Background: an optimization exercise with open tools, aiming at small area, a short achievable clock period and few clock cycles per item. Do not read the settings as production practice.
The RTL of this run was laid out without a check of its function.

==> design/flow/design.v <==
module aes_sbox_lane (
    input  logic        clk_i,
    input  logic [1:0]  en_i,      
    input  logic [7:0]  s0_i,
    input  logic [7:0]  s1_i,
    input  logic [15:0] rnd_i,
    output logic [7:0]  s0_o,
    output logic [7:0]  s1_o
);
    function automatic logic [7:0] tmul(input logic [7:0] a, input logic [7:0] b);
        logic [3:0] hh, ll, mm;
        hh   = g16_mul(a[7:4], b[7:4]);
        ll   = g16_mul(a[3:0], b[3:0]);
        mm   = g16_mul(a[7:4] ^ a[3:0], b[7:4] ^ b[3:0]);
        tmul = {mm ^ ll, g16_lam(hh) ^ ll};
    endfunction
    function automatic logic [3:0] g16_mul(input logic [3:0] a, input logic [3:0] b);
        logic [6:0] p;
        p = '0;
        for (int i = 0; i < 4; i++)
            for (int j = 0; j < 4; j++)
                p[i+j] = p[i+j] ^ (a[i] & b[j]);
        for (int k = 6; k >= 4; k--) begin
            p[k-4] = p[k-4] ^ p[k];
            p[k-3] = p[k-3] ^ p[k];
        end
        g16_mul = p[3:0];
    endfunction
    function automatic logic [3:0] g16_inv(input logic [3:0] a);
        case (a)
            4'd0: g16_inv = 4'd0;
            4'd1: g16_inv = 4'd1;
            4'd2: g16_inv = 4'd9;
            4'd3: g16_inv = 4'd14;
            4'd4: g16_inv = 4'd13;
            4'd5: g16_inv = 4'd11;
            4'd6: g16_inv = 4'd7;
            4'd7: g16_inv = 4'd6;
            4'd8: g16_inv = 4'd15;
            4'd9: g16_inv = 4'd2;
            4'd10: g16_inv = 4'd12;
            4'd11: g16_inv = 4'd5;
            4'd12: g16_inv = 4'd10;
            4'd13: g16_inv = 4'd4;
            4'd14: g16_inv = 4'd3;
            4'd15: g16_inv = 4'd8;
            default: g16_inv = 4'd0;
        endcase
    endfunction
    function automatic logic [7:0] tsq(input logic [7:0] a);
        tsq[0] = a[0] ^ a[2] ^ a[6];
        tsq[1] = a[2] ^ a[5] ^ a[6] ^ a[7];
        tsq[2] = a[1] ^ a[3] ^ a[5];
        tsq[3] = a[3] ^ a[4] ^ a[6] ^ a[7];
        tsq[4] = a[4] ^ a[6];
        tsq[5] = a[6];
        tsq[6] = a[5] ^ a[7];
        tsq[7] = a[7];
    endfunction
    function automatic logic [7:0] tp4(input logic [7:0] a);
        tp4[0] = a[0] ^ a[1] ^ a[2] ^ a[3] ^ a[6] ^ a[7];
        tp4[1] = a[1] ^ a[3] ^ a[6];
        tp4[2] = a[2] ^ a[3] ^ a[4] ^ a[5] ^ a[6];
        tp4[3] = a[3] ^ a[5] ^ a[7];
        tp4[4] = a[4] ^ a[5] ^ a[6] ^ a[7];
        tp4[5] = a[5] ^ a[7];
        tp4[6] = a[6] ^ a[7];
        tp4[7] = a[7];
    endfunction
    function automatic logic [7:0] tp16(input logic [7:0] a);
        tp16[0] = a[0] ^ a[4];
        tp16[1] = a[1] ^ a[5];
        tp16[2] = a[2] ^ a[6];
        tp16[3] = a[3] ^ a[7];
        tp16[4] = a[4];
        tp16[5] = a[5];
        tp16[6] = a[6];
        tp16[7] = a[7];
    endfunction
    function automatic logic [7:0] to_t(input logic [7:0] a);
        to_t[0] = a[0] ^ a[5] ^ a[7];
        to_t[1] = a[2];
        to_t[2] = a[2] ^ a[3] ^ a[4] ^ a[5] ^ a[6] ^ a[7];
        to_t[3] = a[3] ^ a[4];
        to_t[4] = a[4] ^ a[5] ^ a[6];
        to_t[5] = a[1] ^ a[4] ^ a[6] ^ a[7];
        to_t[6] = a[2] ^ a[3] ^ a[5] ^ a[7];
        to_t[7] = a[5] ^ a[7];
    endfunction
    function automatic logic [7:0] lin_from_t(input logic [7:0] a);
        lin_from_t[0] = a[0] ^ a[2] ^ a[6];
        lin_from_t[1] = a[0] ^ a[1] ^ a[2] ^ a[3] ^ a[4] ^ a[5];
        lin_from_t[2] = a[0] ^ a[3] ^ a[5] ^ a[6];
        lin_from_t[3] = a[0] ^ a[2] ^ a[5];
        lin_from_t[4] = a[0] ^ a[1] ^ a[3] ^ a[4] ^ a[5];
        lin_from_t[5] = a[1] ^ a[2] ^ a[3] ^ a[5] ^ a[6] ^ a[7];
        lin_from_t[6] = a[4] ^ a[6] ^ a[7];
        lin_from_t[7] = a[1] ^ a[2];
    endfunction
    function automatic logic [3:0] g16_lam(input logic [3:0] a);
        g16_lam[0] = a[1];
        g16_lam[1] = a[1] ^ a[2];
        g16_lam[2] = a[2] ^ a[3];
        g16_lam[3] = a[0] ^ a[3];
    endfunction
    function automatic logic [3:0] g16_lsq(input logic [3:0] a);
        g16_lsq[0] = a[2];
        g16_lsq[1] = a[1] ^ a[2] ^ a[3];
        g16_lsq[2] = a[1];
        g16_lsq[3] = a[0] ^ a[2] ^ a[3];
    endfunction
    function automatic logic [3:0] g16_sq(input logic [3:0] a);
        g16_sq[0] = a[0] ^ a[2];
        g16_sq[1] = a[2];
        g16_sq[2] = a[1] ^ a[3];
        g16_sq[3] = a[3];
    endfunction
    logic [7:0] x0t;
    logic [7:0] x1t;
    logic [7:0] x;
    logic [7:0] x_q1;
    logic [7:0] x_q2;
    logic [7:0] x_q3;
    logic [7:0] a;
    logic [7:0] r0;
    logic [7:0] r0_q1;
    logic [7:0] r1;
    logic [7:0] r1_q1;
    logic [7:0] x2;
    logic [7:0] x3;
    logic [7:0] x3_q1;
    logic [7:0] g1;
    logic [7:0] g1_q1;
    logic [7:0] g1p;
    logic [7:0] h2;
    logic [7:0] h2_q2;
    logic [7:0] x12;
    logic [7:0] x12_q2;
    logic [7:0] zc;
    logic [7:0] zc_q2;
    logic [7:0] zd;
    logic [7:0] zd_q2;
    logic [7:0] zd_q3;
    logic [7:0] h2p;
    logic [7:0] h3;
    logic [7:0] h3_q3;
    logic [3:0] d;
    logic [3:0] d_q3;
    logic [7:0] x2b;
    logic [7:0] h4;
    logic [7:0] l4;
    logic [3:0] di;
    logic [7:0] sbl;
    logic [7:0] o1;
    logic [7:0] o0;
    always_comb begin
        x0t = to_t(s0_i);
        x1t = to_t(s1_i);
        x   = x0t ^ x1t;
        a   = tsq(x1t);
        r0  = rnd_i[7:0];
        r1  = rnd_i[15:8];
        x2  = tsq(x);
        x3  = tmul(x, x2);
        g1  = tmul(x, a) ^ to_t(r0);
    end
    always_ff @(posedge clk_i) begin
        x_q1 <= x;
        r0_q1 <= r0;
        r1_q1 <= r1;
        x3_q1 <= x3;
        g1_q1 <= g1;
    end
    always_comb begin
        g1p = tp4(g1_q1);
        h2  = tmul(x3_q1, g1p) ^ to_t(r1_q1);
        x12 = tp4(x3_q1);
        zc  = to_t(r0_q1 ^ {r1_q1[3:0], r1_q1[7:4]});
        zd  = to_t(r1_q1 ^ {r0_q1[4:0], r0_q1[7:5]});
    end
    always_ff @(posedge clk_i) begin
        if (en_i[0]) begin
            x_q2 <= x_q1;
            h2_q2 <= h2;
            x12_q2 <= x12;
            zc_q2 <= zc;
            zd_q2 <= zd;
        end
    end
    always_comb begin
        h2p = tp16(h2_q2);
        h3  = tmul(x12_q2, h2p) ^ zc_q2;
        d   = g16_lsq(x_q2[7:4]) ^ g16_mul(x_q2[7:4], x_q2[3:0]) ^ g16_sq(x_q2[3:0]);
    end
    always_ff @(posedge clk_i) begin
        if (en_i[1]) begin
            x_q3 <= x_q2;
            zd_q3 <= zd_q2;
            h3_q3 <= h3;
            d_q3 <= d;
        end
    end
    always_comb begin
        x2b = tsq(x_q3);
        h4  = tmul(h3_q3, x2b) ^ zd_q3;
        l4  = lin_from_t(h4);
        di  = g16_inv(d_q3);
        sbl = lin_from_t({g16_mul(x_q3[7:4], di), g16_mul(x_q3[7:4] ^ x_q3[3:0], di)});
        o1  = l4 ^ 8'h63;
        o0  = l4 ^ sbl;
    end
    assign s0_o = o0;
    assign s1_o = o1;
endmodule
module aes_sbox_lanes (
    input  logic        clock,
    input  logic        reset,
    input  logic        in_valid,
    output logic        in_ready,
    input  logic [31:0] in_share0,
    input  logic [31:0] in_share1,
    input  logic        rnd_valid,
    output logic        rnd_ready,
    input  logic [63:0] rnd_data,
    input  logic [63:0] prng_seed,
    output logic        out_valid,
    input  logic        out_ready,
    output logic [31:0] out_share0,
    output logic [31:0] out_share1,
    output logic [3:0]  credits_used
);
    localparam int RING = 5;
    logic              rst_q, acc_q;
    logic              accept, pop, push, full, adv2, adv3;
    logic [31:0]       core_o0, core_o1;
    logic [2:1]        v_q;
    logic [2:0]        v;                 
    logic [3:0]        cr_q, cr, cred;
    logic              head_v_q, head_v;
    logic [63:0]       head_q;
    logic [2:0]        cnt_q, cnt;        
    logic [2:0]        rd_q, rd, wr;      
    logic [RING-1:0][63:0] ring_q;
    logic              ring_rd, ring_wr, head_ld;
    logic              unused_seed;
    always_comb begin
        v      = rst_q ? '0 : {v_q, acc_q};
        cr     = rst_q ? '0 : cr_q;
        cred   = cr + 4'(v[0]);
        head_v = ~rst_q & head_v_q;
        cnt    = rst_q ? '0 : cnt_q;
        rd     = rst_q ? '0 : rd_q;
        wr     = (4'(rd) + 4'(cnt) >= 4'(RING)) ? rd + cnt - 3'(RING) : rd + cnt;
    end
    assign unused_seed  = ^prng_seed;
    assign in_ready     = ~reset & ~cred[3];
    assign accept       = in_valid & rnd_valid & in_ready;
    assign rnd_ready    = accept;
    assign credits_used = cred;
    for (genvar l = 0; l < 4; l++) begin : g_lane
        aes_sbox_lane u_lane (
            .clk_i (clock),
            .en_i  ({adv3, adv2}),
            .s0_i  (in_share0[8*l +: 8]),
            .s1_i  (in_share1[8*l +: 8]),
            .rnd_i (rnd_data[16*l +: 16]),
            .s0_o  (core_o0[8*l +: 8]),
            .s1_o  (core_o1[8*l +: 8])
        );
    end
    assign out_valid  = ~reset & head_v;
    assign pop        = out_valid & out_ready;
    assign out_share0 = head_q[31:0];
    assign out_share1 = head_q[63:32];
    always_comb begin
        full    = head_v & (cnt == 3'(RING));
        adv3    = ~v[2] | ~full | pop;
        adv2    = ~v[1] | adv3;
        push    = v[2] & adv3;
        ring_rd = pop & (cnt != 3'd0);
        head_ld = ring_rd | (push & (pop | ~head_v));
        ring_wr = push & ~(head_ld & ~ring_rd);
    end
    always_ff @(posedge clock) begin
        rst_q    <= reset;
        acc_q    <= accept;
        v_q[1]   <= adv2 ? v[0] : v[1];
        v_q[2]   <= adv3 ? v[1] : v[2];
        cr_q     <= cred - 4'(pop);
        head_v_q <= head_ld | (head_v & ~pop);
        cnt_q    <= cnt + 3'(ring_wr) - 3'(ring_rd);
        rd_q     <= !ring_rd ? rd : (rd == 3'(RING - 1)) ? 3'd0 : rd + 3'd1;
    end
    always_ff @(posedge clock) begin
        if (head_ld) head_q <= ring_rd ? ring_q[rd] : {core_o1, core_o0};
        for (int i = 0; i < RING; i++)
            if (ring_wr && wr == 3'(i)) ring_q[i] <= {core_o1, core_o0};
    end
endmodule
==> design/flow/flow/run.sh <==
#!/bin/bash
# Own layout flow: the standard flow with two changes.
# 1. Synthesis maps the logic with flow/abc.script (ABC's &dch/&nf mapping, which suits the
#    XOR-heavy GF(2^8) arithmetic far better than abc_speed.script). The standard synthesis is
#    also run, into orfs_ref/, and the registers of the two netlists are compared; if they differ
#    the standard synthesis is used.
# 2. Every port still gets a buffer, but a plain sky130_fd_sc_hd__buf_1 (BUFFER_PORTS_ARGS)
#    rather than the delay buffer buffer_ports picks by default; the resizer sizes them up as needed.
set -uo pipefail
W=$PWD
sed -e "s#SYNTH_SCRIPT=[^ ]*#SYNTH_SCRIPT=$W/flow/synth.tcl#" standard.sh > my_synth.sh
sed -e "s#WORK_HOME=[^ ]*#WORK_HOME=$W/orfs_ref#" -e '/^if /,$d' standard.sh > ref_synth.sh
MY_ABC_SCRIPT=$W/flow/abc.script bash my_synth.sh synth > synth.log 2>&1 &
bash ref_synth.sh synth > ref_synth.log 2>&1
wait
RES=orfs/results/$FLOW_PLATFORM/aes_sbox_lanes/base
REF=orfs_ref/results/$FLOW_PLATFORM/aes_sbox_lanes/base
if ! python3 flow/regs.py $RES/1_2_yosys.v $REF/1_2_yosys.v > regs.log 2>&1; then
  echo "own synthesis differs from the standard one; using the standard flow" >> regs.log
  rm -rf orfs
fi
BUFFER_PORTS_ARGS="-buffer_cell sky130_fd_sc_hd__buf_1" bash standard.sh > layout.log 2>&1
==> design/flow/flow/abc.script <==
&get -n
&st
&dch
&nf
&put
buffer -c
topo
stime -c
upsize -c
dnsize -c
==> design/flow/flow/regs.py <==
# regs.py A.v B.v: compares the flip-flops (instance name and cell type) of two netlists.
import re, sys
def regs(path):
    out = {}
    for cell, name in re.findall(r'^\s*(sky130_fd_sc_hd__\w*df\w*)\s+(\S+)\s*\(', open(path).read(), re.M):
        out[name] = re.sub(r'_\d+$', '', cell)
    return out
a, b = regs(sys.argv[1]), regs(sys.argv[2])
print(f"{len(a)} and {len(b)} flip-flops")
if a != b:
    print("registers differ:", sorted(set(a.items()) ^ set(b.items()))[:20])
    sys.exit(1)
print("registers match")
==> design/flow/flow/synth.tcl <==
# synth_recipe.tcl (the standard synthesis) with one change: Yosys's abc pass runs the ABC script
# named by MY_ABC_SCRIPT instead of ORFS's abc_speed.script. Registers are mapped before abc
# runs, so their names and cells are those of the standard synthesis.
proc synth {args} { yosys synth -nofsm -noshare {*}$args }
proc abc {args} {
  set i [lsearch -exact $args -script]
  if {$i >= 0} { lset args [expr {$i + 1}] $::env(MY_ABC_SCRIPT) }
  yosys abc {*}$args
}
source $::env(SCRIPTS_DIR)/synth.tcl
# left out here: clear keep_hierarchy, flatten, clean up, hide names made inside functions, write 1_2_yosys.v
==> design/flow/standard.sh <==
#!/bin/bash
# synth_recipe.tcl (not shown) runs the flow's synth.tcl, then flattens the netlist and writes it again
# the make line also repeats each setting of config.mk as NAME=value (left out here)
make -C /OpenROAD-flow-scripts/flow DESIGN_CONFIG=/design/flow/config.mk WORK_HOME=/design/flow/orfs CLKGATE_MAP_FILE= SYNTH_SCRIPT=/design/flow/synth_recipe.tcl "${@:-finish}"
==> design/flow/config.mk <==
export PLATFORM = sky130hd
export DESIGN_NAME = aes_sbox_lanes
export DESIGN_NICKNAME = aes_sbox_lanes
export VERILOG_FILES = /design/flow/design.v
export SDC_FILE = /design/flow/constraint.sdc
export NUM_CORES = 4
export LEC_CHECK = 0
export ABC_CLOCK_PERIOD_IN_PS = 4000
export CAP_MARGIN = 20
export CORE_MARGIN = 2
export CORE_UTILIZATION = 50
export SETUP_SLACK_MARGIN = 4.9
export SLEW_MARGIN = 20
export TNS_END_PERCENT = 100
==> design/flow/constraint.sdc <==
create_clock -name core_clock -period 9.0 [get_ports {clock}]
set_input_delay 1.8000 -clock core_clock [delete_from_list [all_inputs] [get_ports {clock}]]
set_output_delay 1.8000 -clock core_clock [all_outputs]
set_load 0.01 [all_outputs]
==> Flow_metrics.wiki <==
{| class="wikitable"
! Metric !! Value
|-
| Clk sink count || 847
|-
| Fraction of the mapped netlist area in compound gates || 0.0377
|-
| CTS HTree Levels || 3
|-
| Site row count || 121
|-
| Critical path required time || 7.20 ns
|-
| Sort of element at the start of the critical path || primary input
|-
| Worst Path Arrival || 2.28 ns
|-
| Detailed-route via count || 34600
|-
| Endpoints failing hold || 0
|-
| Area taken by flip-flops and latches || 23500 um^2
|-
| Max-capacitance violation count || 0
|-
| Number of enable flip-flop cells after synthesis || 656
|-
| Detailed-router iteration count before antenna repair || 5
|-
| Post-synthesis net count || 5431
|-
| Total Routed Length || 118000 um
|-
| N_diodes || 0
|-
| Number of antenna violations at the first check in global routing || 1
|-
| Ratio of cells with drive above 1 in the final layout || 0.125
|-
| Area grow syn2layout || 18.0%
|-
| Endpoints failing setup || 0
|-
| Wire length per cell || 16.9 um
|-
| Number of buffers inserted by port buffering || 203
|-
| Remaining DRCs || 0
|-
| CP Capture Type || output port
|-
| Synthesized cell area || 54500 um^2
|-
| Clock tree skew after final layout || 0.0368 ns
|-
| RSZ-0062 raised after global routing || yes
|-
| Maximum number of pins on one net before global-route repair || 145
|-
| Hold buffer count at CTS || 0
|-
| Floorplan die height || 334 um
|-
| I/O Pins || 268
|-
| First-pass GRT wire length || 185000 um
|-
| Fraction of synthesized cell area in xor and xnor cells || 0.390
|-
| Detail Route Antenna Nets || 0
|-
| Worst-margin pin slew || 1.06 ns
|-
| Yosys top cell area share || 0.362
|-
| Layout Cell Area excl Fill || 64300 um^2
|-
| Clock root cell || sky130_fd_sc_hd__clkbuf_16
|-
| Peak Freq || 245 MHz
|-
| Portion of the clock cycle consumed by the worst path in the final layout || 0.453
|-
| Grt ovf || 0
|-
| Post-synth top flop || sky130_fd_sc_hd__edfxtp_1
|-
| Count of state elements after synthesis || 847
|-
| Most frequent cells after synthesis || 1498 x sky130_fd_sc_hd__xnor2_1, 814 x sky130_fd_sc_hd__nand2_1, 656 x sky130_fd_sc_hd__edfxtp_1
|-
| Run status || finished clean
|-
| Layout net count || 5754
|-
| Leading cell types by total area after synthesis || sky130_fd_sc_hd__edfxtp_1 36%, sky130_fd_sc_hd__xnor2_1 24%, sky130_fd_sc_hd__xor2_1 10%, sky130_fd_sc_hd__dfxtp_1 7.0%, sky130_fd_sc_hd__nand2_1 5.6%
|-
| Clk Latency, worst-skew pair || 0.68 ns
|-
| Slew HR || 0.293
|-
| Effective utilization at floorplan || 0.503
|-
| Vias in the first global route || 33700
|-
| Floorplan die width || 334 um
|-
| Combinational family with the most area after synthesis || XOR/XNOR gates
|-
| Final Wtd Congestion || 0.825
|-
| Post-synthesis share of cell area spent on full adders, half adders and majority gates || 0.0163
|-
| Number of standard cells after synthesis || 5164
|-
| Floorplan core area || 108000 um^2
|-
| Average via count per standard cell || 4.95
|-
| Area post-placement || 57600 um^2
|-
| Final max-slew violation count || 0
|-
| Filler cell count in the final layout || 9028
|-
| Async SR Flop Fraction || 0
|-
| Num CTS Buffers || 93
|-
| Post-layout minimum cycle time || 4.08 ns
|-
| Share of cell area taken by muxes after synthesis || 0.0128
|-
| Combined area of the multi-input logic cells || 32900 um^2
|-
| Cell with the most instances after synthesis || sky130_fd_sc_hd__xnor2_1
|-
| Maximum fanout count along the critical path || 3
|-
| Critical Setup Path Class || primary input to output port
|-
| Post-Route Setup TNS || 0 ns
|-
| Total die area || 112000 um^2
|-
| Number of library cell types mapped by synthesis || 50
|-
| Post-synthesis sequential area ratio || 0.432
|-
| Clock-pin transition on the worst setup and hold timing paths || 0.06 ns
|-
| Path category of the worst min-delay check || register to register
|-
| Combined global-route utilization of all metal layers || 0.207
|-
| Maximum number of buffers from clock root to sink || 3
|-
| Post-synthesis simple-gate area fraction || 0.0937
|-
| Violation count after the first detailed-route iteration || 2169
|-
| CTS tree || built
|-
| Warnings, synthesis || 2
|-
| Synth Area per Inst || 10.6 um^2
|-
| Half-perimeter wire length of the detailed placement result || 80300 um
|-
| Leading area contributor after synthesis || sky130_fd_sc_hd__edfxtp_1
|}
==> critical path, stage by stage <==
cell and delay, ns:
sky130_fd_sc_hd__buf_6 0.11, sky130_fd_sc_hd__nor2_4 0.08, sky130_fd_sc_hd__and3_4 0.19, sky130_fd_sc_hd__buf_6 0.10
==> final timing paths <==
kind | to | from | cells past startpoint | slack, ns
worst min-delay path | g_lane[3].u_lane.x_q2[1] | g_lane[3].u_lane.x_q1[1] | 0 | 0.40
worst max register to register | head_q[13] | g_lane[1].u_lane.x_q3[6] | 13 | 4.98
worst max-delay path | rnd_ready | reset | 4 | 4.92
worst min register to register | g_lane[3].u_lane.x_q2[1] | g_lane[3].u_lane.x_q1[1] | 0 | 0.40
==> area by class of cell <==
class,count,share of cell area
Inverter,88,0.00576
Multi-Input combinational cell,4066,0.512
Timing Repair Buffer,391,0.0384
Clock buffer,118,0.0396
Sequential cell,847,0.366
Clock inverter,57,0.0104
Tap cell,1414,0.0275
==> layer usage <==
metal | part of all wire | global-route usage
met5 | 0 | 0
met4 | 0.018 | 0.0473
met3 | 0.049 | 0.0318
met2 | 0.47 | 0.343
met1 | 0.46 | 0.286
==> layout by cell type (no fill, tap or decap), drive strengths merged, types with 3 or more instances in the layout <==
| cell type | synthesis | final |
|---|---|---|
| clkinvlp | 0 | 8 |
| xor3 | 8 | 8 |
| o22ai | 65 | 65 |
| xnor3 | 82 | 82 |
| nor2b | 27 | 27 |
| nor3 | 6 | 6 |
| dfxtp | 191 | 191 |
| xnor2 | 1508 | 1508 |
| mux2 | 4 | 4 |
| ha | 68 | 68 |
| o21ai | 120 | 120 |
| nand2b | 27 | 27 |
| bufinv | 0 | 9 |
| and2 | 3 | 3 |
| a22oi | 63 | 63 |
| nor2 | 430 | 430 |
| a21oi | 94 | 94 |
| edfxtp | 656 | 656 |
| inv | 82 | 91 |
| xor2 | 657 | 657 |
| nand2 | 814 | 816 |
| clkbuf | 142 | 129 |
| o21a | 3 | 3 |
| clkinv | 6 | 37 |
| buf | 23 | 379 |
| mux2i | 65 | 65 |
==> logic make-up (layout without fill, tap and decap cells) <==
kind of cell | after synthesis | in the layout
compound gates | 355 | 355
xor+xnor | 2255 | 2255
fa+ha+maj | 70 | 70
buf+inv | 253 | 654
flops | 847 | 847
mux | 69 | 69
simple gates | 1315 | 1317
==> stage by stage <==
step                      std cells  hold WS [ns]  setup slack (ns)  utilization
after floorplan                5164         0.386              3.95            -
after global placement         6640         0.386              3.45        0.532
after detailed placement       6640         0.389              3.40        0.532
after CTS                      6890         0.402              4.88        0.576
after global routing           6981         0.401              4.77        0.593
final                          6981         0.397              4.92        0.593
==> state kept, by name, summed over array words and instances, names as in the netlist, 2 cells and up <==
register              flops
rd_q                      3
cr_q                      4
v_q                       2
cnt_q                     3
g_lane.u_lane.di         16
g_lane.u_lane.r0_q1      32
g_lane.u_lane.d_q3       16
head_q                   64
g_lane.u_lane.x3_q1      32
g_lane.u_lane.x_q3       32
g_lane.u_lane.h2_q2      32
g_lane.u_lane.x_q1       32
g_lane.u_lane.h3_q3      32
g_lane.u_lane.r1_q1      32
g_lane.u_lane.zc_q2      32
ring_q                  320
g_lane.u_lane.g1_q1      32
g_lane.u_lane.zd_q3      32
g_lane.u_lane.x12_q2     32
g_lane.u_lane.x_q2       32
g_lane.u_lane.zd_q2      32
==> repair_timing <==
action | 4_1_cts | 5_1_grt
setup endpoints to repair | 569 | 303
pin swaps | 37 | 68
resized for setup | 146 | 159
buffers inserted | 73 | 88
cloned | 2 | 2

==> port drivers added, routing unchanged <==
The flow's constraints put no driver on any port. The routed layout listed below was extracted and timed again, unchanged, in two steps.
Step 1 sets driving cells, clkbuf_16 on the clock port and buf_2 on the other inputs (assumed; they add their load-dependent delay and slew).
Step 2 adds t to the input delays and takes it off the output delays; t is the mean of the earliest and latest rising clock arrival at the registers after step 1. Input paths then give back, and output paths get back, about the clock's delay inside the block.
Slacks: ideal / step 1 / step 2; pairs: ideal / step 1.
t (ns): 0.741
slack for setup (ns): 4.924 / 4.888 / 4.263
worst setup path at the end: input to register
clock arrival spread, ns: 0.038 / 0.038
slew at the worst register clock pin (ns): 0.06 / 0.06
After both steps this run still meets setup and hold. For this run, drivers alone change the setup slack by -0.036 ns; drivers and shift together by -0.661 ns.
